Context: an optimization exercise on an open-source flow, tuned for small area, a short achievable clock period and few clock cycles. The choices shown serve that exercise and are no tape-out recipe.
At most, simulation tests tie the RTL to the original design; equivalence was not proved.
Function not checked in run 4: the RTL went through the layout flow alone.
Power and IR drop assume default switching activity.

[flow/config.mk]
export PLATFORM = sky130hd
export DESIGN_NAME = systolic_array_os
export DESIGN_NICKNAME = systolic_array_os
export VERILOG_FILES = /design/flow/design.v
export SDC_FILE = /design/flow/constraint.sdc
export NUM_CORES = 4
export LEC_CHECK = 0
export ABC_AREA = 1
export CAP_MARGIN = 20
export CORE_MARGIN = 2
export CORE_UTILIZATION = 60
export SLEW_MARGIN = 20
[flow/constraint.sdc]
create_clock -name core_clock -period 10.0 [get_ports {clk}]
set_input_delay 2.0000 -clock core_clock [delete_from_list [all_inputs] [get_ports {clk}]]
set_output_delay 2.0000 -clock core_clock [all_outputs]
set_load 0.01 [all_outputs]
[flow/design.v]
package sys_array_pkg;
  localparam int unsigned DefaultRow  = 4;
  localparam int unsigned DefaultCol  = 4;
  localparam int unsigned DefaultEs   = 8;
  localparam int unsigned DefaultKMax = 64;
endpackage
module pe_mac #(
  parameter int unsigned ES    = 8,
  parameter int unsigned ACC_W = 22
) (
  input  logic             clk,
  input  logic             i_clr,
  input  logic             i_signed,
  input  logic [ES-1:0]    i_a,
  input  logic [ES-1:0]    i_b,
  output logic [ACC_W-1:0] o_acc
);
  logic [ACC_W-1:0] r_acc;
  logic [ACC_W-1:0] w_acc_q;
  logic w_pp_0_0;
  logic w_pp_0_1;
  logic w_pp_0_2;
  logic w_pp_0_3;
  logic w_pp_0_4;
  logic w_pp_0_5;
  logic w_pp_0_6;
  logic w_pp_0_7;
  logic w_pp_1_0;
  logic w_pp_1_1;
  logic w_pp_1_2;
  logic w_pp_1_3;
  logic w_pp_1_4;
  logic w_pp_1_5;
  logic w_pp_1_6;
  logic w_pp_1_7;
  logic w_pp_2_0;
  logic w_pp_2_1;
  logic w_pp_2_2;
  logic w_pp_2_3;
  logic w_pp_2_4;
  logic w_pp_2_5;
  logic w_pp_2_6;
  logic w_pp_2_7;
  logic w_pp_3_0;
  logic w_pp_3_1;
  logic w_pp_3_2;
  logic w_pp_3_3;
  logic w_pp_3_4;
  logic w_pp_3_5;
  logic w_pp_3_6;
  logic w_pp_3_7;
  logic w_pp_4_0;
  logic w_pp_4_1;
  logic w_pp_4_2;
  logic w_pp_4_3;
  logic w_pp_4_4;
  logic w_pp_4_5;
  logic w_pp_4_6;
  logic w_pp_4_7;
  logic w_pp_5_0;
  logic w_pp_5_1;
  logic w_pp_5_2;
  logic w_pp_5_3;
  logic w_pp_5_4;
  logic w_pp_5_5;
  logic w_pp_5_6;
  logic w_pp_5_7;
  logic w_pp_6_0;
  logic w_pp_6_1;
  logic w_pp_6_2;
  logic w_pp_6_3;
  logic w_pp_6_4;
  logic w_pp_6_5;
  logic w_pp_6_6;
  logic w_pp_6_7;
  logic w_pp_7_0;
  logic w_pp_7_1;
  logic w_pp_7_2;
  logic w_pp_7_3;
  logic w_pp_7_4;
  logic w_pp_7_5;
  logic w_pp_7_6;
  logic w_pp_7_7;
  logic w_s1, w_c2;
  logic w_s3, w_c4;
  logic w_s5, w_c6;
  logic w_s7, w_c8;
  logic w_s9, w_c10;
  logic w_s11, w_c12;
  logic w_s13, w_c14;
  logic w_s15, w_c16;
  logic w_s17, w_c18;
  logic w_s19, w_c20;
  logic w_s21, w_c22;
  logic w_s23, w_c24;
  logic w_s25, w_c26;
  logic w_s27, w_c28;
  logic w_s29, w_c30;
  logic w_s31, w_c32;
  logic w_s33, w_c34;
  logic w_s35, w_c36;
  logic w_s37, w_c38;
  logic w_s39, w_c40;
  logic w_s41, w_c42;
  logic w_s43, w_c44;
  logic w_s45, w_c46;
  logic w_s47, w_c48;
  logic w_s49, w_c50;
  logic w_s51, w_c52;
  logic w_s53, w_c54;
  logic w_s55, w_c56;
  logic w_s57, w_c58;
  logic w_s59, w_c60;
  logic w_s61, w_c62;
  logic w_s63, w_c64;
  logic w_s65, w_c66;
  logic w_s67, w_c68;
  logic w_s69, w_c70;
  logic w_s71, w_c72;
  logic w_s73, w_c74;
  logic w_s75, w_c76;
  logic w_s77, w_c78;
  logic w_s79, w_c80;
  logic w_s81, w_c82;
  logic w_s83, w_c84;
  logic w_s85, w_c86;
  logic w_s87, w_c88;
  logic w_s89, w_c90;
  logic w_s91, w_c92;
  logic w_s93, w_c94;
  logic w_s95, w_c96;
  logic w_s97, w_c98;
  logic w_s99, w_c100;
  logic w_s101, w_c102;
  logic w_s103, w_c104;
  logic w_s105, w_c106;
  logic w_s107, w_c108;
  logic w_s109, w_c110;
  logic w_s111, w_c112;
  logic w_s113, w_c114;
  logic w_s115, w_c116;
  logic w_s117, w_c118;
  logic w_s119, w_c120;
  logic w_s121, w_c122;
  logic w_s123, w_c124;
  logic w_s125, w_c126;
  logic w_s127, w_c128;
  logic w_s129, w_c130;
  logic [ACC_W-1:0] w_sum;
  logic w_g131, w_p132;
  logic w_g133, w_p134;
  logic w_g135, w_p136;
  logic w_g137, w_p138;
  logic w_g139, w_p140;
  logic w_g141, w_p142;
  logic w_g143, w_p144;
  logic w_g145, w_p146;
  logic w_g147, w_p148;
  logic w_g149, w_p150;
  logic w_g151, w_p152;
  logic w_g153, w_p154;
  logic w_g155, w_p156;
  logic w_g157, w_p158;
  logic w_g159;
  logic w_gg160;
  logic w_gg161;
  logic w_pp162;
  logic w_gg163;
  logic w_pp164;
  logic w_gg165;
  logic w_pp166;
  logic w_gg167;
  logic w_pp168;
  logic w_gg169;
  logic w_pp170;
  logic w_gg171;
  logic w_pp172;
  logic w_gg173;
  logic w_gg174;
  logic w_pp175;
  logic w_gg176;
  logic w_pp177;
  logic w_gg178;
  logic w_gg179;
  logic w_gg180;
  logic w_gg181;
  logic w_gg182;
  logic w_gg183;
  logic w_gg184;
  logic w_gg185;
  logic w_gg186;
  logic w_gg187;
  logic w_gg188;
  logic w_sm189;
  logic w_sm190;
  logic w_sm191;
  logic w_sm192;
  logic w_sm193;
  logic w_sm194;
  logic w_sm195;
  logic w_sm196;
  logic w_sm197;
  logic w_sm198;
  logic w_sm199;
  logic w_sm200;
  logic w_sm201;
  logic w_sm202;
  logic [5:0] w_hi0, w_hi1;
  assign w_acc_q = i_clr ? '0 : r_acc;
  assign w_pp_0_0 = i_a[0] & i_b[0];
  assign w_pp_0_1 = i_a[0] & i_b[1];
  assign w_pp_0_2 = i_a[0] & i_b[2];
  assign w_pp_0_3 = i_a[0] & i_b[3];
  assign w_pp_0_4 = i_a[0] & i_b[4];
  assign w_pp_0_5 = i_a[0] & i_b[5];
  assign w_pp_0_6 = i_a[0] & i_b[6];
  assign w_pp_0_7 = (i_a[0] & i_b[7]) ^ i_signed;
  assign w_pp_1_0 = i_a[1] & i_b[0];
  assign w_pp_1_1 = i_a[1] & i_b[1];
  assign w_pp_1_2 = i_a[1] & i_b[2];
  assign w_pp_1_3 = i_a[1] & i_b[3];
  assign w_pp_1_4 = i_a[1] & i_b[4];
  assign w_pp_1_5 = i_a[1] & i_b[5];
  assign w_pp_1_6 = i_a[1] & i_b[6];
  assign w_pp_1_7 = (i_a[1] & i_b[7]) ^ i_signed;
  assign w_pp_2_0 = i_a[2] & i_b[0];
  assign w_pp_2_1 = i_a[2] & i_b[1];
  assign w_pp_2_2 = i_a[2] & i_b[2];
  assign w_pp_2_3 = i_a[2] & i_b[3];
  assign w_pp_2_4 = i_a[2] & i_b[4];
  assign w_pp_2_5 = i_a[2] & i_b[5];
  assign w_pp_2_6 = i_a[2] & i_b[6];
  assign w_pp_2_7 = (i_a[2] & i_b[7]) ^ i_signed;
  assign w_pp_3_0 = i_a[3] & i_b[0];
  assign w_pp_3_1 = i_a[3] & i_b[1];
  assign w_pp_3_2 = i_a[3] & i_b[2];
  assign w_pp_3_3 = i_a[3] & i_b[3];
  assign w_pp_3_4 = i_a[3] & i_b[4];
  assign w_pp_3_5 = i_a[3] & i_b[5];
  assign w_pp_3_6 = i_a[3] & i_b[6];
  assign w_pp_3_7 = (i_a[3] & i_b[7]) ^ i_signed;
  assign w_pp_4_0 = i_a[4] & i_b[0];
  assign w_pp_4_1 = i_a[4] & i_b[1];
  assign w_pp_4_2 = i_a[4] & i_b[2];
  assign w_pp_4_3 = i_a[4] & i_b[3];
  assign w_pp_4_4 = i_a[4] & i_b[4];
  assign w_pp_4_5 = i_a[4] & i_b[5];
  assign w_pp_4_6 = i_a[4] & i_b[6];
  assign w_pp_4_7 = (i_a[4] & i_b[7]) ^ i_signed;
  assign w_pp_5_0 = i_a[5] & i_b[0];
  assign w_pp_5_1 = i_a[5] & i_b[1];
  assign w_pp_5_2 = i_a[5] & i_b[2];
  assign w_pp_5_3 = i_a[5] & i_b[3];
  assign w_pp_5_4 = i_a[5] & i_b[4];
  assign w_pp_5_5 = i_a[5] & i_b[5];
  assign w_pp_5_6 = i_a[5] & i_b[6];
  assign w_pp_5_7 = (i_a[5] & i_b[7]) ^ i_signed;
  assign w_pp_6_0 = i_a[6] & i_b[0];
  assign w_pp_6_1 = i_a[6] & i_b[1];
  assign w_pp_6_2 = i_a[6] & i_b[2];
  assign w_pp_6_3 = i_a[6] & i_b[3];
  assign w_pp_6_4 = i_a[6] & i_b[4];
  assign w_pp_6_5 = i_a[6] & i_b[5];
  assign w_pp_6_6 = i_a[6] & i_b[6];
  assign w_pp_6_7 = (i_a[6] & i_b[7]) ^ i_signed;
  assign w_pp_7_0 = (i_a[7] & i_b[0]) ^ i_signed;
  assign w_pp_7_1 = (i_a[7] & i_b[1]) ^ i_signed;
  assign w_pp_7_2 = (i_a[7] & i_b[2]) ^ i_signed;
  assign w_pp_7_3 = (i_a[7] & i_b[3]) ^ i_signed;
  assign w_pp_7_4 = (i_a[7] & i_b[4]) ^ i_signed;
  assign w_pp_7_5 = (i_a[7] & i_b[5]) ^ i_signed;
  assign w_pp_7_6 = (i_a[7] & i_b[6]) ^ i_signed;
  assign w_pp_7_7 = i_a[7] & i_b[7];
  assign w_s1 = w_pp_0_5 ^ w_pp_1_4;
  assign w_c2 = w_pp_0_5 & w_pp_1_4;
  assign w_s3 = w_pp_0_6 ^ w_pp_1_5 ^ w_pp_2_4;
  assign w_c4 = (w_pp_0_6 & w_pp_1_5) | (w_pp_0_6 & w_pp_2_4) | (w_pp_1_5 & w_pp_2_4);
  assign w_s5 = w_pp_3_3 ^ w_pp_4_2;
  assign w_c6 = w_pp_3_3 & w_pp_4_2;
  assign w_s7 = w_pp_1_6 ^ w_pp_2_5 ^ w_pp_3_4;
  assign w_c8 = (w_pp_1_6 & w_pp_2_5) | (w_pp_1_6 & w_pp_3_4) | (w_pp_2_5 & w_pp_3_4);
  assign w_s9 = w_pp_4_3 ^ w_pp_5_2 ^ w_pp_6_1;
  assign w_c10 = (w_pp_4_3 & w_pp_5_2) | (w_pp_4_3 & w_pp_6_1) | (w_pp_5_2 & w_pp_6_1);
  assign w_s11 = w_pp_0_7 ^ w_pp_7_0;
  assign w_c12 = w_pp_0_7 & w_pp_7_0;
  assign w_s13 = w_pp_2_6 ^ w_pp_3_5 ^ w_pp_4_4;
  assign w_c14 = (w_pp_2_6 & w_pp_3_5) | (w_pp_2_6 & w_pp_4_4) | (w_pp_3_5 & w_pp_4_4);
  assign w_s15 = w_pp_5_3 ^ w_pp_6_2 ^ i_signed;
  assign w_c16 = (w_pp_5_3 & w_pp_6_2) | (w_pp_5_3 & i_signed) | (w_pp_6_2 & i_signed);
  assign w_s17 = w_pp_1_7 ^ w_pp_7_1 ^ w_acc_q[8];
  assign w_c18 = (w_pp_1_7 & w_pp_7_1) | (w_pp_1_7 & w_acc_q[8]) | (w_pp_7_1 & w_acc_q[8]);
  assign w_s19 = w_pp_3_6 ^ w_pp_4_5 ^ w_pp_5_4;
  assign w_c20 = (w_pp_3_6 & w_pp_4_5) | (w_pp_3_6 & w_pp_5_4) | (w_pp_4_5 & w_pp_5_4);
  assign w_s21 = w_pp_6_3 ^ w_pp_2_7 ^ w_pp_7_2;
  assign w_c22 = (w_pp_6_3 & w_pp_2_7) | (w_pp_6_3 & w_pp_7_2) | (w_pp_2_7 & w_pp_7_2);
  assign w_s23 = w_pp_4_6 ^ w_pp_5_5 ^ w_pp_6_4;
  assign w_c24 = (w_pp_4_6 & w_pp_5_5) | (w_pp_4_6 & w_pp_6_4) | (w_pp_5_5 & w_pp_6_4);
  assign w_s25 = w_pp_0_3 ^ w_pp_1_2;
  assign w_c26 = w_pp_0_3 & w_pp_1_2;
  assign w_s27 = w_pp_0_4 ^ w_pp_1_3 ^ w_pp_2_2;
  assign w_c28 = (w_pp_0_4 & w_pp_1_3) | (w_pp_0_4 & w_pp_2_2) | (w_pp_1_3 & w_pp_2_2);
  assign w_s29 = w_pp_3_1 ^ w_pp_4_0;
  assign w_c30 = w_pp_3_1 & w_pp_4_0;
  assign w_s31 = w_pp_2_3 ^ w_pp_3_2 ^ w_pp_4_1;
  assign w_c32 = (w_pp_2_3 & w_pp_3_2) | (w_pp_2_3 & w_pp_4_1) | (w_pp_3_2 & w_pp_4_1);
  assign w_s33 = w_pp_5_0 ^ w_s1 ^ w_acc_q[5];
  assign w_c34 = (w_pp_5_0 & w_s1) | (w_pp_5_0 & w_acc_q[5]) | (w_s1 & w_acc_q[5]);
  assign w_s35 = w_pp_5_1 ^ w_pp_6_0 ^ w_c2;
  assign w_c36 = (w_pp_5_1 & w_pp_6_0) | (w_pp_5_1 & w_c2) | (w_pp_6_0 & w_c2);
  assign w_s37 = w_s5 ^ w_acc_q[6] ^ w_s3;
  assign w_c38 = (w_s5 & w_acc_q[6]) | (w_s5 & w_s3) | (w_acc_q[6] & w_s3);
  assign w_s39 = w_c6 ^ w_c4 ^ w_acc_q[7];
  assign w_c40 = (w_c6 & w_c4) | (w_c6 & w_acc_q[7]) | (w_c4 & w_acc_q[7]);
  assign w_s41 = w_s7 ^ w_s9 ^ w_s11;
  assign w_c42 = (w_s7 & w_s9) | (w_s7 & w_s11) | (w_s9 & w_s11);
  assign w_s43 = w_c8 ^ w_c10 ^ w_s13;
  assign w_c44 = (w_c8 & w_c10) | (w_c8 & w_s13) | (w_c10 & w_s13);
  assign w_s45 = w_c12 ^ w_s15 ^ w_s17;
  assign w_c46 = (w_c12 & w_s15) | (w_c12 & w_s17) | (w_s15 & w_s17);
  assign w_s47 = w_c14 ^ w_acc_q[9] ^ w_s19;
  assign w_c48 = (w_c14 & w_acc_q[9]) | (w_c14 & w_s19) | (w_acc_q[9] & w_s19);
  assign w_s49 = w_c16 ^ w_c18 ^ w_s21;
  assign w_c50 = (w_c16 & w_c18) | (w_c16 & w_s21) | (w_c18 & w_s21);
  assign w_s51 = w_c20 ^ w_pp_3_7 ^ w_pp_7_3;
  assign w_c52 = (w_c20 & w_pp_3_7) | (w_c20 & w_pp_7_3) | (w_pp_3_7 & w_pp_7_3);
  assign w_s53 = w_acc_q[10] ^ w_s23 ^ w_c22;
  assign w_c54 = (w_acc_q[10] & w_s23) | (w_acc_q[10] & w_c22) | (w_s23 & w_c22);
  assign w_s55 = w_pp_5_6 ^ w_pp_6_5 ^ w_c24;
  assign w_c56 = (w_pp_5_6 & w_pp_6_5) | (w_pp_5_6 & w_c24) | (w_pp_6_5 & w_c24);
  assign w_s57 = w_pp_4_7 ^ w_pp_7_4 ^ w_acc_q[11];
  assign w_c58 = (w_pp_4_7 & w_pp_7_4) | (w_pp_4_7 & w_acc_q[11]) | (w_pp_7_4 & w_acc_q[11]);
  assign w_s59 = w_pp_6_6 ^ w_pp_5_7 ^ w_pp_7_5;
  assign w_c60 = (w_pp_6_6 & w_pp_5_7) | (w_pp_6_6 & w_pp_7_5) | (w_pp_5_7 & w_pp_7_5);
  assign w_s61 = w_pp_0_2 ^ w_pp_1_1;
  assign w_c62 = w_pp_0_2 & w_pp_1_1;
  assign w_s63 = w_pp_2_1 ^ w_pp_3_0 ^ w_s25;
  assign w_c64 = (w_pp_2_1 & w_pp_3_0) | (w_pp_2_1 & w_s25) | (w_pp_3_0 & w_s25);
  assign w_s65 = w_c26 ^ w_s29 ^ w_acc_q[4];
  assign w_c66 = (w_c26 & w_s29) | (w_c26 & w_acc_q[4]) | (w_s29 & w_acc_q[4]);
  assign w_s67 = w_c30 ^ w_c28 ^ w_s31;
  assign w_c68 = (w_c30 & w_c28) | (w_c30 & w_s31) | (w_c28 & w_s31);
  assign w_s69 = w_c32 ^ w_s35 ^ w_c34;
  assign w_c70 = (w_c32 & w_s35) | (w_c32 & w_c34) | (w_s35 & w_c34);
  assign w_s71 = w_c36 ^ w_c38 ^ w_s39;
  assign w_c72 = (w_c36 & w_c38) | (w_c36 & w_s39) | (w_c38 & w_s39);
  assign w_s73 = w_c40 ^ w_s43 ^ w_c42;
  assign w_c74 = (w_c40 & w_s43) | (w_c40 & w_c42) | (w_s43 & w_c42);
  assign w_s75 = w_c44 ^ w_s47 ^ w_c46;
  assign w_c76 = (w_c44 & w_s47) | (w_c44 & w_c46) | (w_s47 & w_c46);
  assign w_s77 = w_c48 ^ w_s51 ^ w_c50;
  assign w_c78 = (w_c48 & w_s51) | (w_c48 & w_c50) | (w_s51 & w_c50);
  assign w_s79 = w_c52 ^ w_s55 ^ w_s57;
  assign w_c80 = (w_c52 & w_s55) | (w_c52 & w_s57) | (w_s55 & w_s57);
  assign w_s81 = w_acc_q[12] ^ w_c56 ^ w_c58;
  assign w_c82 = (w_acc_q[12] & w_c56) | (w_acc_q[12] & w_c58) | (w_c56 & w_c58);
  assign w_s83 = w_pp_6_7 ^ w_pp_7_6 ^ w_acc_q[13];
  assign w_c84 = (w_pp_6_7 & w_pp_7_6) | (w_pp_6_7 & w_acc_q[13]) | (w_pp_7_6 & w_acc_q[13]);
  assign w_s85 = w_pp_0_1 ^ w_pp_1_0;
  assign w_c86 = w_pp_0_1 & w_pp_1_0;
  assign w_s87 = w_pp_2_0 ^ w_s61 ^ w_acc_q[2];
  assign w_c88 = (w_pp_2_0 & w_s61) | (w_pp_2_0 & w_acc_q[2]) | (w_s61 & w_acc_q[2]);
  assign w_s89 = w_c62 ^ w_acc_q[3] ^ w_s63;
  assign w_c90 = (w_c62 & w_acc_q[3]) | (w_c62 & w_s63) | (w_acc_q[3] & w_s63);
  assign w_s91 = w_s27 ^ w_c64 ^ w_s65;
  assign w_c92 = (w_s27 & w_c64) | (w_s27 & w_s65) | (w_c64 & w_s65);
  assign w_s93 = w_c66 ^ w_s33 ^ w_s67;
  assign w_c94 = (w_c66 & w_s33) | (w_c66 & w_s67) | (w_s33 & w_s67);
  assign w_s95 = w_c68 ^ w_s37 ^ w_s69;
  assign w_c96 = (w_c68 & w_s37) | (w_c68 & w_s69) | (w_s37 & w_s69);
  assign w_s97 = w_s41 ^ w_c70 ^ w_s71;
  assign w_c98 = (w_s41 & w_c70) | (w_s41 & w_s71) | (w_c70 & w_s71);
  assign w_s99 = w_c72 ^ w_s45 ^ w_s73;
  assign w_c100 = (w_c72 & w_s45) | (w_c72 & w_s73) | (w_s45 & w_s73);
  assign w_s101 = w_s49 ^ w_c74 ^ w_s75;
  assign w_c102 = (w_s49 & w_c74) | (w_s49 & w_s75) | (w_c74 & w_s75);
  assign w_s103 = w_s53 ^ w_c76 ^ w_s77;
  assign w_c104 = (w_s53 & w_c76) | (w_s53 & w_s77) | (w_c76 & w_s77);
  assign w_s105 = w_c54 ^ w_s79 ^ w_c78;
  assign w_c106 = (w_c54 & w_s79) | (w_c54 & w_c78) | (w_s79 & w_c78);
  assign w_s107 = w_s59 ^ w_c80 ^ w_s81;
  assign w_c108 = (w_s59 & w_c80) | (w_s59 & w_s81) | (w_c80 & w_s81);
  assign w_s109 = w_c60 ^ w_s83 ^ w_c82;
  assign w_c110 = (w_c60 & w_s83) | (w_c60 & w_c82) | (w_s83 & w_c82);
  assign w_s111 = w_pp_7_7 ^ w_acc_q[14] ^ w_c84;
  assign w_c112 = (w_pp_7_7 & w_acc_q[14]) | (w_pp_7_7 & w_c84) | (w_acc_q[14] & w_c84);
  assign w_s113 = i_signed ^ w_acc_q[15];
  assign w_c114 = i_signed & w_acc_q[15];
  assign w_s115 = i_signed ^ w_acc_q[16];
  assign w_c116 = i_signed & w_acc_q[16];
  assign w_s117 = i_signed ^ w_acc_q[17];
  assign w_c118 = i_signed & w_acc_q[17];
  assign w_s119 = i_signed ^ w_acc_q[18];
  assign w_c120 = i_signed & w_acc_q[18];
  assign w_s121 = i_signed ^ w_acc_q[19];
  assign w_c122 = i_signed & w_acc_q[19];
  assign w_s123 = i_signed ^ w_acc_q[20];
  assign w_c124 = i_signed & w_acc_q[20];
  assign w_s125 = i_signed ^ w_acc_q[21];
  assign w_c126 = i_signed & w_acc_q[21];
  assign w_s127 = w_pp_0_0 ^ w_acc_q[0];
  assign w_c128 = w_pp_0_0 & w_acc_q[0];
  assign w_s129 = w_acc_q[1] ^ w_s85 ^ w_c128;
  assign w_c130 = (w_acc_q[1] & w_s85) | (w_acc_q[1] & w_c128) | (w_s85 & w_c128);
  assign w_g131 = w_c86 & w_s87;
  assign w_p132 = w_c86 ^ w_s87;
  assign w_g133 = w_c88 & w_s89;
  assign w_p134 = w_c88 ^ w_s89;
  assign w_g135 = w_c90 & w_s91;
  assign w_p136 = w_c90 ^ w_s91;
  assign w_g137 = w_c92 & w_s93;
  assign w_p138 = w_c92 ^ w_s93;
  assign w_g139 = w_c94 & w_s95;
  assign w_p140 = w_c94 ^ w_s95;
  assign w_g141 = w_c96 & w_s97;
  assign w_p142 = w_c96 ^ w_s97;
  assign w_g143 = w_c98 & w_s99;
  assign w_p144 = w_c98 ^ w_s99;
  assign w_g145 = w_c100 & w_s101;
  assign w_p146 = w_c100 ^ w_s101;
  assign w_g147 = w_c102 & w_s103;
  assign w_p148 = w_c102 ^ w_s103;
  assign w_g149 = w_c104 & w_s105;
  assign w_p150 = w_c104 ^ w_s105;
  assign w_g151 = w_c106 & w_s107;
  assign w_p152 = w_c106 ^ w_s107;
  assign w_g153 = w_c108 & w_s109;
  assign w_p154 = w_c108 ^ w_s109;
  assign w_g155 = w_c110 & w_s111;
  assign w_p156 = w_c110 ^ w_s111;
  assign w_g157 = w_c112 & w_s113;
  assign w_p158 = w_c112 ^ w_s113;
  assign w_g159 = w_g131 | (w_p132 & w_c130);
  assign w_gg160 = w_g133 | (w_p134 & w_g159);
  assign w_gg161 = w_g137 | (w_p138 & w_g135);
  assign w_pp162 = w_p138 & w_p136;
  assign w_gg163 = w_g141 | (w_p142 & w_g139);
  assign w_pp164 = w_p142 & w_p140;
  assign w_gg165 = w_g145 | (w_p146 & w_g143);
  assign w_pp166 = w_p146 & w_p144;
  assign w_gg167 = w_g149 | (w_p150 & w_g147);
  assign w_pp168 = w_p150 & w_p148;
  assign w_gg169 = w_g153 | (w_p154 & w_g151);
  assign w_pp170 = w_p154 & w_p152;
  assign w_gg171 = w_g157 | (w_p158 & w_g155);
  assign w_pp172 = w_p158 & w_p156;
  assign w_gg173 = w_gg161 | (w_pp162 & w_gg160);
  assign w_gg174 = w_gg165 | (w_pp166 & w_gg163);
  assign w_pp175 = w_pp166 & w_pp164;
  assign w_gg176 = w_gg169 | (w_pp170 & w_gg167);
  assign w_pp177 = w_pp170 & w_pp168;
  assign w_gg178 = w_gg174 | (w_pp175 & w_gg173);
  assign w_gg179 = w_gg176 | (w_pp177 & w_gg178);
  assign w_gg180 = w_gg163 | (w_pp164 & w_gg173);
  assign w_gg181 = w_gg167 | (w_pp168 & w_gg178);
  assign w_gg182 = w_gg171 | (w_pp172 & w_gg179);
  assign w_gg183 = w_g135 | (w_p136 & w_gg160);
  assign w_gg184 = w_g139 | (w_p140 & w_gg173);
  assign w_gg185 = w_g143 | (w_p144 & w_gg180);
  assign w_gg186 = w_g147 | (w_p148 & w_gg178);
  assign w_gg187 = w_g151 | (w_p152 & w_gg181);
  assign w_gg188 = w_g155 | (w_p156 & w_gg179);
  assign w_sm189 = w_p132 ^ w_c130;
  assign w_sm190 = w_p134 ^ w_g159;
  assign w_sm191 = w_p136 ^ w_gg160;
  assign w_sm192 = w_p138 ^ w_gg183;
  assign w_sm193 = w_p140 ^ w_gg173;
  assign w_sm194 = w_p142 ^ w_gg184;
  assign w_sm195 = w_p144 ^ w_gg180;
  assign w_sm196 = w_p146 ^ w_gg185;
  assign w_sm197 = w_p148 ^ w_gg178;
  assign w_sm198 = w_p150 ^ w_gg186;
  assign w_sm199 = w_p152 ^ w_gg181;
  assign w_sm200 = w_p154 ^ w_gg187;
  assign w_sm201 = w_p156 ^ w_gg179;
  assign w_sm202 = w_p158 ^ w_gg188;
  assign w_sum[1:0] = {w_s129, w_s127};
  assign w_sum[15:2] = {w_sm202, w_sm201, w_sm200, w_sm199, w_sm198, w_sm197, w_sm196, w_sm195, w_sm194, w_sm193, w_sm192, w_sm191, w_sm190, w_sm189};
  assign w_hi0 = {w_c124, w_c122, w_c120, w_c118, w_c116, w_c114} + {w_s125, w_s123, w_s121, w_s119, w_s117, w_s115};
  assign w_hi1 = {w_c124, w_c122, w_c120, w_c118, w_c116, w_c114} + {w_s125, w_s123, w_s121, w_s119, w_s117, w_s115} + 1'b1;
  assign w_sum[21:16] = w_gg182 ? w_hi1 : w_hi0;
  always_ff @(posedge clk) begin
    r_acc <= w_sum;
  end
  assign o_acc = r_acc;
endmodule
module systolic_array_os #(
  parameter int unsigned ROW   = sys_array_pkg::DefaultRow,
  parameter int unsigned COL   = sys_array_pkg::DefaultCol,
  parameter int unsigned ES    = sys_array_pkg::DefaultEs,
  parameter int unsigned K_MAX = sys_array_pkg::DefaultKMax,
  parameter int unsigned ACC_W = 2 * ES + $clog2(K_MAX)
) (
  input  logic                         clk,
  input  logic                         rst_n,
  input  logic                         start,
  input  logic [$clog2(K_MAX+1)-1:0]   k_len,
  input  logic                         signed_mode,
  input  logic                         in_vld,
  output logic                         in_rdy,
  input  logic [ROW*ES-1:0]            a_vec,
  input  logic [COL*ES-1:0]            b_vec,
  output logic                         out_vld,
  input  logic                         out_rdy,
  output logic [COL*ACC_W-1:0]         out_row,
  output logic [$clog2(ROW)-1:0]       out_row_idx,
  output logic                         out_last,
  output logic                         busy,
  output logic                         done
);
  localparam int unsigned KW = $clog2(K_MAX + 1);
  localparam int unsigned RW = $clog2(ROW);
  logic          r_feed;       
  logic          r_zero;       
  logic          r_first;      
  logic [KW-1:0] r_k_rem;      
  logic          r_signed;
  logic [ES-1:0] r_a [ROW];
  logic [ES-1:0] r_b [COL];
  logic          r_clr;        
  logic          r_last;       
  logic          r_out_vld;
  logic [RW-1:0] r_row;
  logic          r_row_last;   
  logic [ROW-1:0] r_row_sel;   
  logic          r_rdy_any;    
  logic          r_rdy_last;   
  logic [KW-1:0]    w_k_clamp;
  logic             w_start, w_acc_free, w_in_rdy, w_fire, w_issue, w_xfer;
  logic             w_feed_d, w_zero_d, w_first_d, w_last_d, w_out_vld_d, w_row_last_d;
  logic [RW-1:0]    w_row_d;
  logic [ACC_W-1:0] w_acc [ROW][COL];
  assign w_k_clamp = (k_len > KW'(K_MAX)) ? KW'(K_MAX) : k_len;
  assign w_start   = start & ~busy;
  assign w_xfer    = r_out_vld & out_rdy;
  assign w_acc_free = ~r_last & (~r_out_vld | (r_row_last & out_rdy));
  assign w_in_rdy   = r_rdy_any | (r_rdy_last & out_rdy);
  assign w_fire     = in_vld & w_in_rdy;
  assign w_issue    = w_fire | (r_zero & w_acc_free);
  always_comb begin
    w_feed_d  = r_feed;
    w_zero_d  = r_zero;
    w_first_d = r_first;
    if (w_start) begin
      w_feed_d  = (w_k_clamp != '0);
      w_zero_d  = (w_k_clamp == '0);
      w_first_d = 1'b1;
    end else begin
      if (w_fire) begin
        w_first_d = 1'b0;
        if (r_k_rem == KW'(1)) w_feed_d = 1'b0;
      end
      if (r_zero && w_acc_free) w_zero_d = 1'b0;
    end
    w_last_d     = w_issue & (r_zero | (r_k_rem == KW'(1)));
    w_out_vld_d  = r_out_vld;
    w_row_d      = r_row;
    w_row_last_d = r_row_last;
    if (r_last) begin
      w_out_vld_d  = 1'b1;
      w_row_d      = '0;
      w_row_last_d = 1'b0;
    end else if (w_xfer) begin
      w_out_vld_d  = ~r_row_last;
      w_row_d      = r_row + RW'(1);
      w_row_last_d = (r_row == RW'(ROW - 2));
    end
  end
  always_ff @(posedge clk) begin
    if (!rst_n) begin
      r_feed     <= 1'b0;
      r_zero     <= 1'b0;
      r_first    <= 1'b0;
      r_clr      <= 1'b0;
      r_last     <= 1'b0;
      r_out_vld  <= 1'b0;
      r_row      <= '0;
      r_row_last <= 1'b0;
      r_row_sel  <= '0;
      r_rdy_any  <= 1'b0;
      r_rdy_last <= 1'b0;
    end else begin
      r_feed     <= w_feed_d;
      r_zero     <= w_zero_d;
      r_first    <= w_first_d;
      r_clr      <= w_issue & (r_first | r_zero);
      r_last     <= w_last_d;
      r_out_vld  <= w_out_vld_d;
      r_row      <= w_row_d;
      r_row_last <= w_row_last_d;
      for (int r = 0; r < ROW; r++) r_row_sel[r] <= w_out_vld_d & (w_row_d == RW'(r));
      r_rdy_any  <= w_feed_d & (~w_first_d | (~w_last_d & ~w_out_vld_d));
      r_rdy_last <= w_feed_d & w_first_d & ~w_last_d & w_row_last_d;
    end
  end
  always_ff @(posedge clk) begin
    if (w_start) begin
      r_k_rem  <= w_k_clamp;
      r_signed <= signed_mode;
    end else if (w_fire) begin
      r_k_rem <= r_k_rem - KW'(1);
    end
  end
  always_ff @(posedge clk) begin
    for (int r = 0; r < ROW; r++) r_a[r] <= w_fire ? a_vec[r*ES +: ES] : '0;
    for (int c = 0; c < COL; c++) r_b[c] <= b_vec[c*ES +: ES];
  end
  for (genvar gr = 0; gr < ROW; gr++) begin : g_row
    for (genvar gc = 0; gc < COL; gc++) begin : g_col
      pe_mac #(
        .ES   (ES),
        .ACC_W(ACC_W)
      ) u_pe (
        .clk     (clk),
        .i_clr   (r_clr),
        .i_signed(r_signed),
        .i_a     (r_a[gr]),
        .i_b     (r_b[gc]),
        .o_acc   (w_acc[gr][gc])
      );
    end
  end
  always_comb begin
    out_row = '0;
    for (int r = 0; r < ROW; r++)
      for (int c = 0; c < COL; c++)
        out_row[c*ACC_W +: ACC_W] = out_row[c*ACC_W +: ACC_W] | (w_acc[r][c] & {ACC_W{r_row_sel[r]}});
  end
  assign in_rdy      = w_in_rdy;
  assign out_vld     = r_out_vld;
  assign out_row_idx = r_row;
  assign out_last    = r_row_last;
  assign busy        = r_feed | r_zero;
  assign done        = r_row_last & out_rdy;
endmodule
[flow/flow/run.sh]
#!/bin/bash
# Standard ORFS layout with three changes:
#  - synthesis skips Yosys's early "abc -fast", so full adders are extracted from the
#    RTL's own adder expressions (no inverters between adder cells); registers are
#    unchanged,
#  - ports are buffered with buf_2 instead of a delay buffer,
#  - repair_timing aims at a tighter setup margin.
set -u
sed -e 's/synth -nofsm -noshare/synth -nofsm -noshare -noabc/' synth_recipe.tcl > synth_noabc.tcl
bash standard.sh SYNTH_SCRIPT=$PWD/synth_noabc.tcl SETUP_SLACK_MARGIN=5.3 \
  "BUFFER_PORTS_ARGS=-buffer_cell sky130_fd_sc_hd__buf_2" finish > standard.log 2>&1
[flow/standard.sh]
#!/bin/bash
# synth_recipe.tcl (not shown) runs the flow's synth.tcl, then flattens the netlist and writes it again
# the make line also repeats each setting of config.mk as NAME=value (left out here)
make -C /OpenROAD-flow-scripts/flow DESIGN_CONFIG=/design/flow/config.mk WORK_HOME=/design/flow/orfs CLKGATE_MAP_FILE= SYNTH_SCRIPT=/design/flow/synth_recipe.tcl "${@:-finish}"
==> results of run 1 <==
## power groups by stage
stage / clock network [W] / registers (W) / logic [W]
after global routing: 0.00253 / 0.00311 / 0.0156
after CTS: 0.00247 / 0.00304 / 0.0135
after floorplan: 0 / 0.00298 / 0.0107
final: 0.00243 / 0.00304 / 0.0135
after global placement: 0 / 0.00307 / 0.0129
after detailed placement: 0 / 0.00306 / 0.0134
## layout make-up
type / instances / area, sq um / share of cell area (%)
clock inverter: 38 / 558.0 / 0.8631
inverter: 1543 / 5848 / 9.046
clock buffer: 71 / 1622 / 2.508
multi-input combinational: 5241 / 44100 / 68.21
sequential: 439 / 8917 / 13.79
antenna: 2 / 5.005 / 0.007741
timing repair inverter: 3 / 33.78 / 0.05225
timing repair buffer: 258 / 1969 / 3.046
tap: 1276 / 1597 / 2.469
## stage by stage
step                hold WS, ns  cells  cell area (sq um)
floorplan                0.4449   7523              60270
global placement         0.4697   8744              61860
detailed placement       0.4735   8744              61860
CTS                      0.4836   8860              64280
global route             0.5402   8869              64650
finish                   0.4836   8871              64650
## cell families after synthesis
| group | after synthesis |
|---|---|
| AO/OA/AOI/OAI | 422 |
| XOR/XNOR | 338 |
| adder cells (fa/ha/maj) | 1459 |
| buffers and inverters | 1843 |
| flip-flops | 439 |
| AND/OR/NAND/NOR | 3022 |
## flip-flops by register name, summed over array words and instances (netlist names), 2 cells and up
register / count
r_a: 32
r_row_sel: 4
r_k_rem: 7
r_row: 2
r_b: 32
g_row.g_col.u_pe.r_acc: 352
## how the worst max path moves through the flow
stage	end	slack [ns]	cells after the start
4_1_cts	g_row[2].g_col[3].u_pe.r_acc[15]	5.21	15
6_report	out_row[32]	5.30	4
3_3_place_gp	g_row[0].g_col[1].u_pe.r_acc[15]	4.45	16
3_5_place_dp	g_row[0].g_col[1].u_pe.r_acc[15]	4.38	16
2_1_floorplan	g_row[2].g_col[2].u_pe.r_acc[15]	3.12	16
5_1_grt	g_row[0].g_col[0].u_pe.r_acc[13]	5.29	15
## timing repair
action	4_1_cts	5_1_grt
hold buffers	0	0
resized for setup	41	72
gates cloned	4	5
setup endpoints to repair	278	152
setup buffers	3	4
## per-layer routing
| layer | share of wire [%] | vias up |
|---|---|---|
| li1 | - | 22320 |
| met2 | 46 | 1394 |
| met3 | 7.1 | 258 |
| met5 | 0.0079 | - |
| met4 | 3.8 | 2 |
| met1 | 43 | 22700 |
## layout by cell type (no fill, tap or decap), types with 17 or more instances in the layout
cell type,count
nor2_1,533
nand2_4,24
buf_2,171
clkinv_2,17
buf_6,28
buf_4,32
clkbuf_16,62
xor2_2,32
ha_4,48
inv_1,1523
a21oi_1,159
dfxtp_1,406
dfxtp_2,18
ha_1,452
o21ai_0,86
o22ai_1,85
nand3_1,337
a31o_2,32
fa_1,839
fa_2,105
nand2_1,2029
nand2_2,81
xor2_1,305
## critical path: stages (launching register included)
cell	delay [ns]
dfxtp_4	0.57
inv_2	0.35
buf_4	0.39
o21ai_1	0.45
buf_2	0.23
==> impl_metrics.yaml, run 1 <==
synth:
  netlist-cell-type-count: 33
  yosysSeqAreaShare_pct: 15.11
  yosys_warnings: 7
  synth_ff_type: "dfxtp_1"
  synth_top_family_by_area: "adder cells"
  postSynthRegisterBits: 439
  synthSimpleGateAreaFrac_pct: 20.44
  synth_compound_area_share_pct: 4.135
  synth.largest_area_cell: "fa_1"
  avgSynthCellArea_sq_um: 7.803
  synth_fp_nets: 9059
  yosys-top-cells-area: "fa_1, dfxtp_1, nand2_1"
  synth_edf_count: 8
  async_flop_share_pct: 0
  muxShareOfSynthArea_pct: 0
  synth_fa_ha_area_share_pct: 43.17
  synthTopCellsByCount: "nand2_1, inv_1, fa_1, nor2_1, ha_1"
  yosys.cell_count.top_type: "nand2_1"
  yosysTopAreaCellShare_pct: 32.19
  synth_area_sq_um: 58710
  synth_xor_area_share_pct: 5.043
  synth_cells: 7523
worst_setup_path:
  cp_max_fo: 19
  crit_type: "reg -> out"
  timing.rr.start: "r_clr"
  endpoint_kind: "output pin"
  crit_arrival_ns: 2.70
  rr_worst_depth: 15
  rrSetupSlack_ns: 5.45
  r2r-end: "g_row[0].g_col[1].u_pe.r_acc[15]"
  required_ns: 8.00
  cp-start-kind: "flop"
  cp-startpoint: "r_row_sel[3]"
power_and_ir_drop:
  power.density_nw_per_um2: 293.3
  combPwrFrac_pct: 71.1
  pwr-share-seq_pct: 16.0
  cell_internal_pwr_w: 0.009858
  power.switching_w: 0.009103
  p_sw_share_pct: 48.01
  clkPwrFrac_pct: 12.8
  p_leak_nw: 39.13
  ir_drop_uv: 207.8
  totalPowerFinal_w: 0.01896
sta:
  setup_ws_ns: 5.300
  timing.slew.headroom_pct: 34.85
  min_period_over_period_pct: 47.00
  hold_viol: 0
  drv_slew: 0
  finalClockSkew_ns: 0.02316
  setup_viol: 0
  tightest_slew_ns: 0.9773
  fmax_mhz: 212.8
  setup_tns_ns: 0
  period_needed_ns: 4.700
  grt_setup_unrepaired: "yes"
route:
  drt-total-wl_um: 164600
  drt_first_pass_iters: 5
  wire_per_inst_um: 18.56
  vias_per_cell: 5.262
  dr_total_vias: 46680
  drtIter0Drc: 3097
  antenna_left: 0
  drc: 0
clock_tree:
  cts-root-buf: "clkbuf_16"
  insertion_delay_ns: 0.70
  clockBufferDepth: 3
  numCtsBuffers: 58
  clk_pin_slew_ns: 0.06
  cts_tree: "done"
  h-tree-depth: 2
  clkSinkCount: 439
global_routing:
  grt-ovfl-total: 0
  grt_max_degree: 110
  use_met2_pct: 54.46
  grt_util_met1_pct: 46.41
  use_met3_pct: 4.845
  top_usage_layer: "met2"
  antenna_found_initial: 2
  globalRouteTotalUtil_pct: 33.63
  grt_pass1_vias: 48410
  grt_pass1_wl_um: 262000
run_status:
  status: "complete, no violations"
die:
  die_width_um: 316.8
  die_h_um: 316.8
  start_util_pct: 60.61
  fp.coreArea_sq_um: 96850
  num_rows: 114
  die-area_sq_um: 100400
  io_pins: 172
finish:
  nNetsFinal: 9080
  num-fill-cells: 8291
  final_util_pct: 66.75
  layout-drive-gt1-share_pct: 10.09
  syn_to_final_growth_pct: 10.13
placed_design:
  place.port_buffers: 171
  place_ws_ns: 4.376
  gp_congestion: 0.8630
  hpwl_um: 111600
min_path:
  worstHoldPathCells: 2
  min_path_type: "reg -> reg"
  hold_path.startpoint: "r_zero"
  min_to: "r_zero"
job:
  drv_cap: 0
Testbench counts, summed over its fixed seeds: cycles 12,017.
==> run 2, diff against run 1 <==
--- a/flow/config.mk
+++ b/flow/config.mk
@@ -5,8 +5,7 @@
 export SDC_FILE = /design/flow/constraint.sdc
 export NUM_CORES = 4
 export LEC_CHECK = 0
-export ABC_AREA = 1
 export CAP_MARGIN = 20
 export CORE_MARGIN = 2
-export CORE_UTILIZATION = 60
+export CORE_UTILIZATION = 70
 export SLEW_MARGIN = 20
==> run 2 against run 1 <==
Against the previous run: first-iteration DRC count shrank 19%; flip-flop and latch count is the same; via count shrank 19%; core utilization grew 13 points; sequential power grew 5%; global-route usage grew 2.1 points; register-to-register slack lost 0.11 ns; cell count shrank 30%; critical path depth grew 13; worst setup slack gained 0.039 ns; sequential share of layout area grew 0.70 points.
==> impl_metrics.yaml, run 2 <==
synth:
  synth.largest_area_cell: "fa_1"
  synth_edf_count: 8
  synth_xor_area_share_pct: 8.101
  synth_fa_ha_area_share_pct: 46.69
  postSynthRegisterBits: 439
  synth_compound_area_share_pct: 7.444
  synth_ff_type: "dfxtp_1"
  synth_fp_nets: 6597
  async_flop_share_pct: 0
  muxShareOfSynthArea_pct: 0.4426
  yosys-top-cells-area: "fa_1, dfxtp_1, ha_1"
  yosysTopAreaCellShare_pct: 34.82
  yosys.cell_count.top_type: "fa_1"
  synth_cells: 5061
  netlist-cell-type-count: 46
  synthSimpleGateAreaFrac_pct: 18.34
  yosys_warnings: 7
  synth_top_family_by_area: "adder cells"
  synthTopCellsByCount: "fa_1, and2_1, ha_1, dfxtp_1, nand2_1"
  synth_area_sq_um: 54270
  yosysSeqAreaShare_pct: 16.34
  avgSynthCellArea_sq_um: 10.72
finish:
  num-fill-cells: 4930
  top_register: "g_row.g_col.u_pe.r_acc"
  final_common_cell: "fa_1"
  syn_to_final_growth_pct: 13.44
  nNetsFinal: 6680
  reg.largest.list: "g_row.g_col.u_pe.r_acc x352, r_a x32, r_b x32"
  largest_reg_flops: 352
  final_util_pct: 79.87
  final_cell_mix: "fa_1, and2_1, ha_1"
  regArea_sq_um: 8921
  multi_input_area_sq_um: 45820
  final_cell_area_sq_um: 61570
  layout-drive-gt1-share_pct: 16.10
power_and_ir_drop:
  p_leak_nw: 28.82
  totalPowerFinal_w: 0.01733
  ir_drop_uv: 249.9
  power.density_nw_per_um2: 281.4
sta:
  grt_setup_unrepaired: "yes"
  tightest_slew_ns: 0.8186
  setup_tns_ns: 0
  holdWs_ns: 0.5033
  hold_viol: 0
  min_period_over_period_pct: 46.61
  fmax_mhz: 214.6
  finalClockSkew_ns: 0.02565
  setup_viol: 0
  drv_slew: 0
  timing.slew.headroom_pct: 45.43
  period_needed_ns: 4.661
placed_design:
  placed_area_sq_um: 57630
  hpwl_um: 92700
  gp_congestion: 0.8569
  place.port_buffers: 171
worst_setup_path:
  rrSetupSlack_ns: 5.34
  cp-start-kind: "flop"
  cp_max_fo: 16
  endpoint_kind: "flop"
  rr_worst_depth: 17
  timing.rr.start: "r_signed"
  required_ns: 10.53
  r2r-end: "g_row[3].g_col[2].u_pe.r_acc[15]"
  crit_type: "reg -> reg"
  crit_arrival_ns: 5.19
route:
  drc: 0
  drt_first_pass_iters: 5
  drtIter0Drc: 2517
  vias_per_cell: 6.061
  antenna_left: 0
  wire_per_inst_um: 23.11
  dr_total_vias: 37840
  drt-total-wl_um: 144300
global_routing:
  antenna_found_initial: 10
  grt_pass1_vias: 40640
  grt_max_degree: 71
  grt_pass1_wl_um: 220000
  globalRouteTotalUtil_pct: 35.70
  grt-ovfl-total: 0
min_path:
  worstHoldPathCells: 2
  min_path_type: "reg -> reg"
  hold_path.startpoint: "r_first"
  min_to: "r_clr"
clock_tree:
  cts_tree: "done"
  postCtsHoldBufs: 0
  cts-root-buf: "clkbuf_16"
  insertion_delay_ns: 0.64
  clkSinkCount: 439
  numCtsBuffers: 56
  h-tree-depth: 2
  clk_pin_slew_ns: 0.06
  clockBufferDepth: 3
die:
  die_h_um: 282.5
  num_rows: 102
  die_width_um: 282.5
  fp.coreArea_sq_um: 77080
  io_pins: 172
  start_util_pct: 70.41
  die-area_sq_um: 79780
job:
  drv_cap: 0
run_status:
  status: "complete, no violations"
==> run 2: changes by cell type after synthesis, moves of 317 or more <==
cell and change:
and2_1 +820, inv_1 -1467, nand2_1 -1646, nand3_1 -317, nor2_1 -496, nor2b_1 +355, xnor2_1 +369
==> run 2: how the worst max path moves through the flow <==
stage / cells after the start / slack (ns) / from / to
2_1_floorplan: 18 / 2.84 / r_signed / g_row[1].g_col[2].u_pe.r_acc[15]
3_3_place_gp: 16 / 4.53 / r_signed / g_row[3].g_col[2].u_pe.r_acc[15]
3_5_place_dp: 16 / 4.45 / r_signed / g_row[3].g_col[2].u_pe.r_acc[15]
4_1_cts: 17 / 5.30 / r_signed / g_row[3].g_col[2].u_pe.r_acc[15]
5_1_grt: 17 / 5.19 / r_signed / g_row[3].g_col[2].u_pe.r_acc[15]
6_report: 17 / 5.34 / r_signed / g_row[3].g_col[2].u_pe.r_acc[15]
==> run 2: worst max-delay path: stages (launching register included) <==
cell	delay [ns]
edfxtp_1	0.46
buf_6	0.17
buf_16	0.17
buf_16	0.18
xnor2_1	0.19
ha_1	0.28
fa_1	0.46
fa_1	0.49
fa_1	0.57
ha_2	0.29
o21ai_0	0.14
nand2b_1	0.14
o311ai_4	0.13
nand2_2	0.12
nand3_1	0.10
nand2_1	0.09
fa_2	0.39
xor2_1	0.15
==> run 2: layer usage <==
metal | vias to the layer above | share of wire [%] | global-route usage (%) | wire [um]
met5 | - | 0.035 | 0 | 51
met4 | 8 | 4.3 | 12.13 | 6181
met3 | 313 | 8.0 | 5.270 | 11540
met2 | 1389 | 47 | 58.57 | 68210
met1 | 19440 | 40 | 48.89 | 58320
li1 | 16690 | - | - | -
==> run 2: final cells by class <==
type / instances / area share (%)
sequential: 439 / 14.49
timing repair buffer: 331 / 5.239
multi-input combinational: 4251 / 74.41
antenna: 11 / 0.04471
clock inverter: 37 / 0.8149
tap: 1040 / 2.113
inverter: 65 / 0.3963
clock buffer: 69 / 2.487
==> run 2: what timing repair did <==
item / in CTS / in global routing
pin swaps: 2 / 31
buffers inserted: 8 / 50
gates resized for setup: 52 / 131
endpoints found under the setup margin: 199 / 51
cloned: 9 / 13
==> run 2: through the flow <==
step	setup slack [ns]	instances
4_1_cts	5.299	6169
5_1_grt	5.190	6232
3_3_place_gp	4.531	6046
6_report	5.339	6243
2_1_floorplan	2.842	5061
3_5_place_dp	4.448	6046
==> run 2: power by group <==
| part | switching (W) | internal [W] |
|---|---|---|
| Sequential | 0.000458 | 0.00275 |
| Clock | 0.000901 | 0.00137 |
| Combinational | 0.00615 | 0.00570 |
| Total | 0.00751 | 0.00982 |
==> run 2: logic make-up after synthesis <==
logic type | Yosys count
fa+ha+maj | 1459
compound gates | 502
xor+xnor | 502
buf+inv | 371
flops | 439
simple gates | 1772
mux | 16
==> run 3, diff against run 2 <==
--- a/flow/config.mk
+++ b/flow/config.mk
@@ -7,5 +7,5 @@
 export LEC_CHECK = 0
 export CAP_MARGIN = 20
 export CORE_MARGIN = 2
-export CORE_UTILIZATION = 70
+export CORE_UTILIZATION = 60
 export SLEW_MARGIN = 20
==> run 3 against run 2 <==
Against the previous run: register-to-register slack improved by 0.02 ns; via count decreased by 2.1%; worst setup slack improved by 0.0077 ns; die area increased by 16%; power decreased by 0.34%; cell count increased by 1.8%; area after synthesis unchanged; critical endpoint is now in_rdy; largest cell class unchanged; largest power group unchanged.
==> impl_metrics.yaml, run 3 <==
synth:
  yosysTopAreaCellShare_pct: 34.82
  yosys-top-cells-area: "fa_1, dfxtp_1, ha_1"
  yosysSeqAreaShare_pct: 16.34
  netlist-cell-type-count: 46
  async_flop_share_pct: 0
  yosys_warnings: 7
  synth_area_sq_um: 54270
  postSynthRegisterBits: 439
  synth.largest_area_cell: "fa_1"
  yosys.cell_count.top_type: "fa_1"
  synth_edf_count: 8
  synth_fp_nets: 6597
  synth_cells: 5061
  synth_ff_type: "dfxtp_1"
  avgSynthCellArea_sq_um: 10.72
  synthTopCellsByCount: "fa_1, and2_1, ha_1, dfxtp_1, nand2_1"
sta:
  timing.slew.headroom_pct: 48.07
  grt_setup_unrepaired: "yes"
  drv_slew: 0
  min_period_over_period_pct: 46.53
  tightest_slew_ns: 0.7790
  fmax_mhz: 214.9
  setup_tns_ns: 0
  finalClockSkew_ns: 0.03616
  period_needed_ns: 4.653
  setup_viol: 0
  hold_viol: 0
finish:
  final_cell_mix: "fa_1, and2_1, ha_1"
  layout-drive-gt1-share_pct: 15.64
  largest_reg_flops: 352
  final_common_cell: "fa_1"
  reg.largest.list: "g_row.g_col.u_pe.r_acc x352, r_a x32, r_b x32"
  num-fill-cells: 6885
  top_register: "g_row.g_col.u_pe.r_acc"
  final_cell_area_sq_um: 61360
  nNetsFinal: 6660
  syn_to_final_growth_pct: 13.06
global_routing:
  globalRouteTotalUtil_pct: 31.76
  grt_max_degree: 63
  grt_pass1_vias: 40690
  grt_pass1_wl_um: 229300
  antenna_found_initial: 9
  grt-ovfl-total: 0
placed_design:
  placed_area_sq_um: 57810
  hpwl_um: 96430
  gp_congestion: 0.8203
  place.port_buffers: 171
run_status:
  status: "complete, no violations"
power_and_ir_drop:
  power.density_nw_per_um2: 281.4
  combPwrFrac_pct: 67.8
  p_leak_nw: 28.64
  ir_drop_uv: 230.0
  pwr-share-seq_pct: 18.6
  p_sw_share_pct: 42.98
  cell_internal_pwr_w: 0.009847
  clkPwrFrac_pct: 13.7
  power.switching_w: 0.007422
route:
  drt-total-wl_um: 146900
  drc: 0
  vias_per_cell: 5.833
  drtIter0Drc: 2254
  antenna_left: 0
  wire_per_inst_um: 23.12
  dr_total_vias: 37060
  drt_first_pass_iters: 6
clock_tree:
  insertion_delay_ns: 0.68
  cts-root-buf: "clkbuf_16"
  postCtsHoldBufs: 0
  clk_pin_slew_ns: 0.06
  numCtsBuffers: 57
  clkSinkCount: 439
  cts_tree: "done"
  h-tree-depth: 2
  clockBufferDepth: 3
worst_setup_path:
  path_common_cell: "buf_2"
  cp_slowest_cell: "a21o_4"
  endpoint_kind: "output pin"
  rrSetupSlack_ns: 5.36
  crit_type: "in -> out"
  slowest_delay_ns: 0.24
  cp_cell_sequence: "buf_2 -> a21o_4 -> buf_12 -> buf_2"
  timing.rr.start: "r_signed"
  required_ns: 8.00
  cp-start-kind: "input pin"
  rr_worst_depth: 17
  r2r-end: "g_row[0].g_col[0].u_pe.r_acc[15]"
  crit_arrival_ns: 2.65
  cp_max_fo: 8
job:
  drv_cap: 0
min_path:
  min_to: "r_clr"
  worstHoldPathCells: 2
  hold_path.startpoint: "r_first"
  min_path_type: "reg -> reg"
die:
  start_util_pct: 60.39
  num_rows: 110
  io_pins: 172
  die-area_sq_um: 92880
  fp.coreArea_sq_um: 89870
  die_h_um: 304.8
  die_width_um: 304.8
-- run 3: changes by cell type in the layout (fill, tap and decap cells not counted), moves of 3 or more --
cell	change
buf_12	-10
buf_4	-8
bufbuf_16	-3
clkbuf_1	+5
clkbuf_8	+8
clkinv_2	-7
clkinv_4	-3
diode_2	-5
fa_1	-4
fa_2	+4
ha_1	+3
ha_4	-3
xnor2_2	-3
-- run 3: area by class of cell --
cell class	count	area, sq um	area share (%)
Antenna cell	6	15.01	0.02447
Clock buffer	81	1669	2.720
Clock inverter	25	425.4	0.6933
Inverter	65	244.0	0.3976
Multi-Input combinational cell	4251	45760	74.57
Sequential cell	439	8916	14.53
Tap cell	1176	1471	2.398
Timing Repair Buffer	310	2867	4.671
-- run 3: per-stage QoR --
step                setup WS (ns)  hold WS [ns]  std cells  total power [W]  util, %
CTS                         5.279        0.5196       6304          0.01730    67.26
finish                      5.347        0.5080       6353          0.01727    68.28
floorplan                   2.842        0.4437       5061          0.01257        -
detailed placement          4.317        0.4928       6182          0.01479    64.32
global placement            4.405        0.4846       6182          0.01442    64.32
global route                5.229        0.5462       6347          0.01906    68.26
-- run 3: how the worst max path moves through the flow --
stage	startpoint	slack, ns	endpoint
6_report	out_rdy	5.35	in_rdy
5_1_grt	r_signed	5.23	g_row[0].g_col[0].u_pe.r_acc[15]
4_1_cts	r_signed	5.28	g_row[0].g_col[0].u_pe.r_acc[15]
3_5_place_dp	r_signed	4.32	g_row[0].g_col[0].u_pe.r_acc[15]
3_3_place_gp	r_signed	4.41	g_row[0].g_col[0].u_pe.r_acc[15]
2_1_floorplan	r_signed	2.84	g_row[1].g_col[2].u_pe.r_acc[15]
-- run 3: logic make-up after synthesis --
| family | count (synthesis) | synth area share, % |
|---|---|---|
| AOI/OAI and AO/OA | 502 | 7.444 |
| muxes | 16 | 0.4426 |
| and+or+nand+nor | 1772 | 18.34 |
| adders and majority gates | 1459 | 46.69 |
| xor gates and xnor gates | 502 | 8.101 |
| DFF | 439 | 16.34 |
| buffers and inverters | 371 | 2.642 |
-- run 3: power by group through the flow --
stage / Sequential, W / Combinational [W] / Clock, W
final: 0.00320 / 0.0117 / 0.00236
after global routing: 0.00329 / 0.0133 / 0.00246
after CTS: 0.00319 / 0.0117 / 0.00240
after detailed placement: 0.00321 / 0.0116 / 0
after global placement: 0.00321 / 0.0112 / 0
after floorplan: 0.00303 / 0.00954 / 0
-- run 3: routing by layer --
layer / track usage [%] / up-vias / share of wire [%]
met5: 0 / - / 0.0089
met4: 8.738 / 2 / 2.9
met3: 4.214 / 206 / 6.2
met2: 52.53 / 1021 / 47
met1: 44.15 / 19200 / 44
li1: - / 16630 / -
-- run 3: repair_timing --
item | in CTS | in global routing
gates cloned | 8 | 10
gates resized for setup | 53 | 122
setup buffers | 8 | 33
pin swaps | 1 | 21
setup endpoints to repair | 203 | 47
-- run 3: critical path, delay by kind of cell --
family / cells / cell delay, ns
AO/OA/AOI/OAI: 1 / 0.24
buffers and inverters: 3 / 0.41
==> run 4, diff against run 3 <==
--- a/flow/design.v
+++ b/flow/design.v
@@ -516,7 +516,7 @@
   logic          r_signed;
   logic [ES-1:0] r_a [ROW];
   logic [ES-1:0] r_b [COL];
-  logic          r_clr;        
+  logic [ROW-1:0] r_clr;       
   logic          r_last;       
   logic          r_out_vld;
   logic [RW-1:0] r_row;
@@ -570,7 +570,7 @@
       r_feed     <= 1'b0;
       r_zero     <= 1'b0;
       r_first    <= 1'b0;
-      r_clr      <= 1'b0;
+      r_clr      <= '1;
       r_last     <= 1'b0;
       r_out_vld  <= 1'b0;
       r_row      <= '0;
@@ -582,7 +582,7 @@
       r_feed     <= w_feed_d;
       r_zero     <= w_zero_d;
       r_first    <= w_first_d;
-      r_clr      <= w_issue & (r_first | r_zero);
+      r_clr      <= {ROW{w_xfer}} & r_row_sel;
       r_last     <= w_last_d;
       r_out_vld  <= w_out_vld_d;
       r_row      <= w_row_d;
@@ -601,7 +601,7 @@
     end
   end
   always_ff @(posedge clk) begin
-    for (int r = 0; r < ROW; r++) r_a[r] <= w_fire ? a_vec[r*ES +: ES] : '0;
+    for (int r = 0; r < ROW; r++) r_a[r] <= (w_fire & rst_n) ? a_vec[r*ES +: ES] : '0;
     for (int c = 0; c < COL; c++) r_b[c] <= b_vec[c*ES +: ES];
   end
   for (genvar gr = 0; gr < ROW; gr++) begin : g_row
@@ -611,7 +611,7 @@
         .ACC_W(ACC_W)
       ) u_pe (
         .clk     (clk),
-        .i_clr   (r_clr),
+        .i_clr   (r_clr[gr]),
         .i_signed(r_signed),
         .i_a     (r_a[gr]),
         .i_b     (r_b[gc]),
--- a/flow/config.mk
+++ b/flow/config.mk
@@ -5,7 +5,7 @@
 export SDC_FILE = /design/flow/constraint.sdc
 export NUM_CORES = 4
 export LEC_CHECK = 0
-export CAP_MARGIN = 20
+export CAP_MARGIN = 5
 export CORE_MARGIN = 2
 export CORE_UTILIZATION = 60
-export SLEW_MARGIN = 20
+export SLEW_MARGIN = 5
==> run 4 against run 3 <==
Against the previous run: still clean; register-to-register slack better by 0.06 ns; clock power is 5% lower; cell count is 0.65% lower; core utilization is 0.90 points lower; critical path type is now reg -> out; highest routed layer unchanged.
==> impl_metrics.yaml, run 4 <==
run_status:
  status: "complete, no violations"
min_path:
  min_path_type: "reg -> reg"
  worstHoldPathCells: 2
  min_to: "r_row_last"
  hold_path.startpoint: "r_row_last"
finish:
  nNetsFinal: 6610
  reg.largest.list: "g_row.g_col.u_pe.r_acc x352, r_a x32, r_b x32"
  final_util_pct: 67.38
  final_common_cell: "fa_1"
  final_cell_mix: "fa_1, and2_1, ha_1"
  top_register: "g_row.g_col.u_pe.r_acc"
  syn_to_final_growth_pct: 11.82
  num-fill-cells: 6943
  layout-drive-gt1-share_pct: 13.96
  largest_reg_flops: 352
global_routing:
  grt_max_degree: 106
  globalRouteTotalUtil_pct: 30.70
  grt_pass1_vias: 40050
  grt-ovfl-total: 0
  grt_pass1_wl_um: 222800
  antenna_found_initial: 13
sta:
  setup_tns_ns: 0
  tightest_slew_ns: 0.7936
  setup_ws_ns: 5.412
  holdWs_ns: 0.5465
  timing.slew.headroom_pct: 47.10
  drv_slew: 0
  min_period_over_period_pct: 45.88
  hold_viol: 0
  period_needed_ns: 4.588
  setup_viol: 0
  grt_setup_unrepaired: "yes"
  fmax_mhz: 218.0
  finalClockSkew_ns: 0.01429
clock_tree:
  cts_tree: "done"
  insertion_delay_ns: 0.66
  clockBufferDepth: 3
  h-tree-depth: 2
  numCtsBuffers: 55
  clk_pin_slew_ns: 0.06
  cts-root-buf: "clkbuf_16"
  postCtsHoldBufs: 0
  clkSinkCount: 442
worst_setup_path:
  cp-startpoint: "r_row_sel[2]"
  required_ns: 8.00
  cp-start-kind: "flop"
  rrSetupSlack_ns: 5.42
  endpoint_kind: "output pin"
  crit_arrival_ns: 2.59
  cp_max_fo: 46
  crit_type: "reg -> out"
  rr_worst_depth: 14
  timing.rr.start: "r_a[0][1]"
  r2r-end: "g_row[0].g_col[0].u_pe.r_acc[14]"
route:
  drt_first_pass_iters: 6
  drtIter0Drc: 1914
  dr_total_vias: 36540
  wire_per_inst_um: 22.56
  antenna_left: 0
  vias_per_cell: 5.789
  drt-total-wl_um: 142400
  drc: 0
synth:
  synth.largest_area_cell: "fa_1"
  synth_fp_nets: 6573
  yosysTopAreaCellShare_pct: 35.00
  async_flop_share_pct: 0
  synth_ff_type: "dfxtp_1"
  synth_area_sq_um: 53990
  yosys_warnings: 7
  netlist-cell-type-count: 46
  postSynthRegisterBits: 442
  synth_cells: 5037
  synthTopCellsByCount: "fa_1, and2_1, ha_1, dfxtp_1, nand2_1"
  yosysSeqAreaShare_pct: 16.54
  avgSynthCellArea_sq_um: 10.72
  synth_edf_count: 8
  yosys.cell_count.top_type: "fa_1"
  yosys-top-cells-area: "fa_1, dfxtp_1, ha_1"
power_and_ir_drop:
  p_leak_nw: 28.97
  ir_drop_uv: 183.0
  power.density_nw_per_um2: 182.3
die:
  start_util_pct: 60.26
  num_rows: 110
  fp.coreArea_sq_um: 89600
  io_pins: 172
  die_width_um: 304.0
  die-area_sq_um: 92390
  die_h_um: 304.0
placed_design:
  gp_congestion: 0.8301
  place.port_buffers: 171
  hpwl_um: 93900
  place_ws_ns: 4.548
job:
  drv_cap: 0
run 4: changes by cell type in the layout (fill, tap and decap cells not counted), sizes merged, moves of 27 or more:
cell,before,now
a21o,41,82
o211ai,16,48
inv,67,8
a21oi,130,89
and3,48,17
buf,291,264
run 4: layout make-up:
| cell class | count | area, sq um | area share, % |
|---|---|---|---|
| Antenna cell | 16 | 40.04 | 0.06632 |
| Sequential cell | 442 | 8985 | 14.88 |
| Multi-Input combinational cell | 4288 | 45400 | 75.20 |
| Tap cell | 1176 | 1471 | 2.437 |
| Clock inverter | 36 | 459.2 | 0.7606 |
| Inverter | 7 | 26.28 | 0.04352 |
| Clock buffer | 67 | 1525 | 2.526 |
| Timing Repair Buffer | 280 | 2467 | 4.087 |
run 4: logic make-up (layout without fill, tap and decap cells):
family                   after synthesis  after routing  share of synthesized area, %
AND/OR/NAND/NOR                     1793           1793                         18.58
adder cells (fa/ha/maj)             1459           1459                         46.94
AO/OA/AOI/OAI                        518            518                         7.259
XOR/XNOR                             502            502                         8.144
flip-flops                           442            442                         16.54
buffers and inverters                307            390                         2.204
multiplexers                          16             16                        0.3337
other                                  0             16                             0
run 4: per-layer routing:
layer	GRT usage (%)	share of wire, %
met3	4.304	6.2
met1	42.26	44
met4	8.990	2.6
met2	50.79	47
met5	0	0.017
run 4: repair_timing:
| item | 4_1_cts | 5_1_grt |
|---|---|---|
| gates cloned | 0 | 12 |
| gates resized for setup | 32 | 117 |
| setup buffers | 5 | 14 |
| pin swaps | 0 | 10 |
| endpoints found under the setup margin | 213 | 77 |
run 4: power breakdown:
| group | internal, W | total, W | switching [W] | leakage [nW] |
|---|---|---|---|---|
| logic | 0.00289 | 0.00597 | 0.00308 | 24.3 |
| registers | 0.00244 | 0.00280 | 0.000357 | 3.71 |
| clock network | 0.00134 | 0.00224 | 0.000902 | 0.957 |
| total | 0.00667 | 0.0110 | 0.00434 | 29.0 |
run 4: how the worst max path moves through the flow:
stage	end	slack, ns	cells after the start
after floorplan	g_row[1].g_col[1].u_pe.r_acc[15]	2.84	17
after global placement	g_row[2].g_col[3].u_pe.r_acc[14]	4.63	12
after detailed placement	g_row[2].g_col[3].u_pe.r_acc[14]	4.55	12
after CTS	g_row[1].g_col[0].u_pe.r_acc[15]	5.19	15
after global routing	g_row[3].g_col[2].u_pe.r_acc[15]	5.26	16
final	out_row[13]	5.41	4
run 4: worst max-delay path, stage by stage, from the launching register on:
cell and delay (ns):
dfxtp_4 0.74, buf_6 0.47, a22oi_1 0.29, nand2_1 0.19, buf_2 0.15
run 4: per-stage QoR:
stage | std cells | total power, W | cell area, sq um
floorplan | 5037 | 0.007478 | 55770
global placement | 6162 | 0.008512 | 57240
detailed placement | 6162 | 0.008666 | 57240
CTS | 6270 | 0.01101 | 59440
global route | 6297 | 0.01197 | 60330
finish | 6312 | 0.01101 | 60370

[separate check: timing with driven ports]
The results above use ideal ports. As a check the final layouts listed here were re-extracted and re-timed, cells and wires unchanged. Step 1 assumes that a clkbuf_16 drives the clock port and a buf_2 every other input. Step 2, shift: input delay + t, output delay - t, t = (earliest + latest rising clock arrival at the registers) / 2. This alone moves slack from input paths to output paths. a / b / c = ideal / step 1 / step 2; a / b = the first two.
run | t, ns | slack for setup (ns) | worst setup path after step 2 | worst data-port slew with drivers (ns) | pins driven straight from the clock port
run 1 | 0.760 | 5.300 / 5.227 / 5.455 | register to register | 0.05 | 1
run 2 | 0.703 | 5.339 / 5.334 / 5.334 | input to output | 0.07 | 1
run 3 | 0.742 | 5.347 / 5.275 / 5.321 | input to output | 0.05 | 1
run 4 | 0.726 | 5.412 / 5.339 / 5.420 | register to register | 0.06 | 1
After both steps setup and hold are still met in every run listed. The setup slack of run 3, which loses most, moves by -0.072 ns with the drivers and by -0.026 ns with both steps.
